Background: an optimization exercise with open tools, aiming at a short achievable clock period and few clock cycles per item. Do not read the settings as production practice.
In this exercise RTL edits were held to simulation tests only and were not proved equivalent to the original.
The flow treats the clock pin as an ideal source. Dropping or thinning the clock tree relies on that and would not hold on a real chip.
Power and IR drop assume default switching activity.

// min_buffer_queue_counter
module min_buffer_queue_counter #(
  parameter int MAX_QUEUES = mbqc_pkg::DEF_MAX_QUEUES
) (
  input  logic                             clk,
  input  logic                             rst_n,
  input  logic                             in_tvalid,
  output logic                             in_tready,
  input  logic [mbqc_pkg::IN_TDATA_W-1:0]  in_tdata,    
  input  logic                             in_tlast,    
  output logic                             out_tvalid,
  input  logic                             out_tready,
  output logic [mbqc_pkg::OUT_TDATA_W-1:0] out_tdata,   
  output logic                             out_tuser    
);
Size in the first run: ~1600 flip-flops.
export LEC_CHECK = 0
export ABC_CLOCK_PERIOD_IN_PS = 2000
export CAP_MARGIN = 20
export CORE_MARGIN = 2
export CORE_UTILIZATION = 60
export SETUP_SLACK_MARGIN = 4.5
export SLEW_MARGIN = 20
create_clock -name core_clock -period 6.5 [get_ports {clk}]
standard.sh (not shown) runs the stock make flow with config.mk's settings and CLKGATE_MAP_FILE= SYNTH_SCRIPT=/design/flow/synth_recipe.tcl, a recipe that flattens the netlist after the stock synthesis.
==> flow/flow/run.sh <==
#!/bin/bash
# The standard layout (standard.sh), except for the clock tree: flow/mktree.tcl, sourced by
# ORFS's CTS step as its PRE_CTS_TCL hook, builds a balanced two-level tree of clkbuf_16 (the
# clock port drives four quadrant buffers, each drives eighteen leaf buffers, each drives a
# cluster of nearby flip-flops) in place of TritonCTS's three-level tree.
set -euo pipefail
export PRE_CTS_TCL="$PWD/flow/mktree.tcl"
bash standard.sh > flow_make.log 2>&1
==> flow/flow/mktree.tcl <==
# Manual two-level clock tree: the clock port drives four quadrant buffers, each drives the
# leaf buffers of its quadrant, each leaf buffer drives a cluster of nearby flip-flop clock pins.
# Expects the design loaded and placed; mt_build splits the sinks into four quadrants, each into
# leaf_cols x leaf_rows clusters of about equal size.
proc mt_centroid {pts} {
  set sx 0; set sy 0; set n 0
  foreach p $pts { set sx [expr {$sx + [lindex $p 1]}]; set sy [expr {$sy + [lindex $p 2]}]; incr n }
  return [list [expr {$sx / $n}] [expr {$sy / $n}]]
}
# split a list of {obj x y} into k nearly equal groups along coordinate idx (1=x, 2=y)
proc mt_split {pts k idx} {
  set s [lsort -real -index $idx $pts]
  set n [llength $s]
  set out {}
  for {set i 0} {$i < $k} {incr i} {
    set a [expr {($n * $i) / $k}]
    set b [expr {($n * ($i + 1)) / $k - 1}]
    lappend out [lrange $s $a $b]
  }
  return $out
}
proc mt_build {clk_port_net leaf_cols leaf_rows buf_cell} {
  set block [ord::get_db_block]
  set db [ord::get_db]
  set master [$db findMaster $buf_cell]
  set net [$block findNet $clk_port_net]
  set pts {}
  foreach it [$net getITerms] {
    set inst [$it getInst]
    set bb [$inst getBBox]
    set x [expr {([$bb xMin] + [$bb xMax]) / 2}]
    set y [expr {([$bb yMin] + [$bb yMax]) / 2}]
    lappend pts [list $it $x $y]
  }
  puts "mktree: [llength $pts] sinks"
  set quads {}
  foreach half [mt_split $pts 2 1] {
    foreach q [mt_split $half 2 2] { lappend quads $q }
  }
  set qi 0
  set nleaf 0
  foreach q $quads {
    set leaves {}
    foreach col [mt_split $q $leaf_cols 1] {
      foreach grp [mt_split $col $leaf_rows 2] {
        lassign [mt_centroid $grp] cx cy
        set name "clkbuf_m_leaf_${qi}_[llength $leaves]"
        set inst [odb::dbInst_create $block $master $name]
        set lnet [odb::dbNet_create $block "clknet_m_leaf_${qi}_[llength $leaves]"]
        $lnet setSigType CLOCK
        foreach p $grp {
          set it [lindex $p 0]
          $it disconnect
          $it connect $lnet
        }
        [$inst findITerm X] connect $lnet
        set w [[$inst getMaster] getWidth]
        set h [[$inst getMaster] getHeight]
        $inst setLocation [expr {int($cx - $w / 2)}] [expr {int($cy - $h / 2)}]
        $inst setPlacementStatus PLACED
        lappend leaves [list $inst $cx $cy]
        incr nleaf
      }
    }
    lassign [mt_centroid $leaves] qx qy
    set qinst [odb::dbInst_create $block $master "clkbuf_m_root_${qi}"]
    set qnet [odb::dbNet_create $block "clknet_m_root_${qi}"]
    $qnet setSigType CLOCK
    foreach l $leaves { [[lindex $l 0] findITerm A] connect $qnet }
    [$qinst findITerm X] connect $qnet
    [$qinst findITerm A] connect $net
    set w [[$qinst getMaster] getWidth]
    set h [[$qinst getMaster] getHeight]
    $qinst setLocation [expr {int($qx - $w / 2)}] [expr {int($qy - $h / 2)}]
    $qinst setPlacementStatus PLACED
    incr qi
  }
  puts "mktree: $qi root buffers, $nleaf leaf buffers"
}

# Used as PRE_CTS_TCL: ORFS's cts.tcl then calls this in place of TritonCTS, and goes on as
# usual (detailed placement, timing repair) with the tree built here.
proc clock_tree_synthesis { args } {
  mt_build clk 3 6 sky130_fd_sc_hd__clkbuf_16
  set_propagated_clock [all_clocks]
}
Testbench counts at the start, summed over its fixed seeds: cycles 12,040, items 12,000.
Edit:
--- a/flow/flow/run.sh
+++ b/flow/flow/run.sh
@@ -3,3 +3,3 @@
 # ORFS's CTS step as its PRE_CTS_TCL hook, builds a balanced two-level tree of clkbuf_16 (the
-# clock port drives four quadrant buffers, each drives eighteen leaf buffers, each drives a
+# clock port drives four quadrant buffers, each drives sixteen leaf buffers, each drives a
 # cluster of nearby flip-flops) in place of TritonCTS's three-level tree.
--- a/flow/flow/mktree.tcl
+++ b/flow/flow/mktree.tcl
@@ -83,3 +83,3 @@
 proc clock_tree_synthesis { args } {
-  mt_build clk 3 6 sky130_fd_sc_hd__clkbuf_16
+  mt_build clk 2 8 sky130_fd_sc_hd__clkbuf_16
   set_propagated_clock [all_clocks]
After rerunning: The changed run went through all stages and came out clean. Worst setup slack improves by 0.025 ns. Sequential share of layout area hardly moves. Design area barely changes.
No run of this note takes its clock network from TritonCTS; it comes from the design's own scripts or RTL.

min_buffer_queue_counter, a different RTL version from the one above (not shown whole).
Size in the first run: about 4900 cells after synthesis, ~1700 flip-flops, roughly 40 I/O pins.
==> flow/design.v (excerpt) <==
module min_buffer_queue_counter #(
  parameter int MAX_QUEUES = mbqc_pkg::DEF_MAX_QUEUES
) (
  input  logic                             clk,
  input  logic                             rst_n,
  input  logic                             in_tvalid,
  output logic                             in_tready,
  input  logic [mbqc_pkg::IN_TDATA_W-1:0]  in_tdata,    
  input  logic                             in_tlast,    
  output logic                             out_tvalid,
  input  logic                             out_tready,
  output logic [mbqc_pkg::OUT_TDATA_W-1:0] out_tdata,   
  output logic                             out_tuser    
);
==> flow/config.mk <==
export PLATFORM = sky130hd
export DESIGN_NAME = min_buffer_queue_counter
export DESIGN_NICKNAME = min_buffer_queue_counter
export VERILOG_FILES = /design/flow/design.v
export SDC_FILE = /design/flow/constraint.sdc
export NUM_CORES = 4
export LEC_CHECK = 0
export ABC_CLOCK_PERIOD_IN_PS = 2000
export CAP_MARGIN = 20
export CORE_MARGIN = 2
export CORE_UTILIZATION = 70
export SETUP_SLACK_MARGIN = 4.5
export SLEW_MARGIN = 20
==> flow/constraint.sdc <==
create_clock -name core_clock -period 6.5 [get_ports {clk}]
set_input_delay 1.3000 -clock core_clock [delete_from_list [all_inputs] [get_ports {clk}]]
set_output_delay 1.3000 -clock core_clock [all_outputs]
set_load 0.01 [all_outputs]
==> flow/flow/run.sh <==
#!/bin/bash
# The standard layout (standard.sh), except for the clock tree: flow/mktree.tcl, sourced by
# ORFS's CTS step as its PRE_CTS_TCL hook, builds a balanced two-level buffer tree in place of
# TritonCTS's three-level tree: the clock port drives four quadrant buffers (buf_16), each
# drives sixteen leaf buffers (clkbuf_16, one for each strip of its quadrant), each drives the
# flip-flops of its strip. It also moves the flip-flops that drive output ports next to their
# port buffers.
set -euo pipefail
export PRE_CTS_TCL="$PWD/flow/mktree.tcl"
bash standard.sh > flow_make.log 2>&1
Other scripts of this flow, unchanged in this note and not shown: flow/flow/mktree.tcl
The starting point passed the timing, design-rule and antenna checks.
Testbench counts at the start, summed over its fixed seeds: cycles 12,040, items 12,000.
Then changed:
Settings changed: CORE_UTILIZATION 70 to 60.
After rerunning:
- cell area barely changes
- global-route usage came out lower by 4.5 points
- cell count came out higher by 3.3%
- total power stays flat
- die area came out higher by 16%
In every run of this note, the design's own scripts or RTL, not TritonCTS, make the clock network.

port drivers added, routing unchanged:
In the flow no input, the clock included, has a driving cell. The finished layouts below were timed again as built, in two steps.
Step 1 assumes that a clkbuf_16 drives the clock port and a buf_2 every other input.
Step 2 times the ports against the registers' clock, not the clock port: input delays grow and output delays shrink by t, the midpoint of the rising clock arrivals with the driver on.
Three values: no drivers, after step 1, after step 2; two values: the first two.
| run | t, ns | setup slack, ns | slew at the worst register clock pin (ns) |
|---|---|---|---|
| the first run of note 1 | 0.701 | 4.196 / 4.015 / 3.838 | 0.10 / 0.10 |
| the second run of note 1 | 0.669 | 4.220 / 4.035 / 3.825 | 0.11 / 0.11 |
| the first run of note 2 | 0.602 | 4.299 / 4.123 / 4.065 | 0.11 / 0.11 |
| the second run of note 2 | 0.609 | 4.315 / 4.140 / 4.067 | 0.11 / 0.11 |
After both steps every run listed still meets setup and hold. The setup slack of the second run of note 1, which loses most, moves by -0.185 ns with the drivers and by -0.395 ns with both steps.
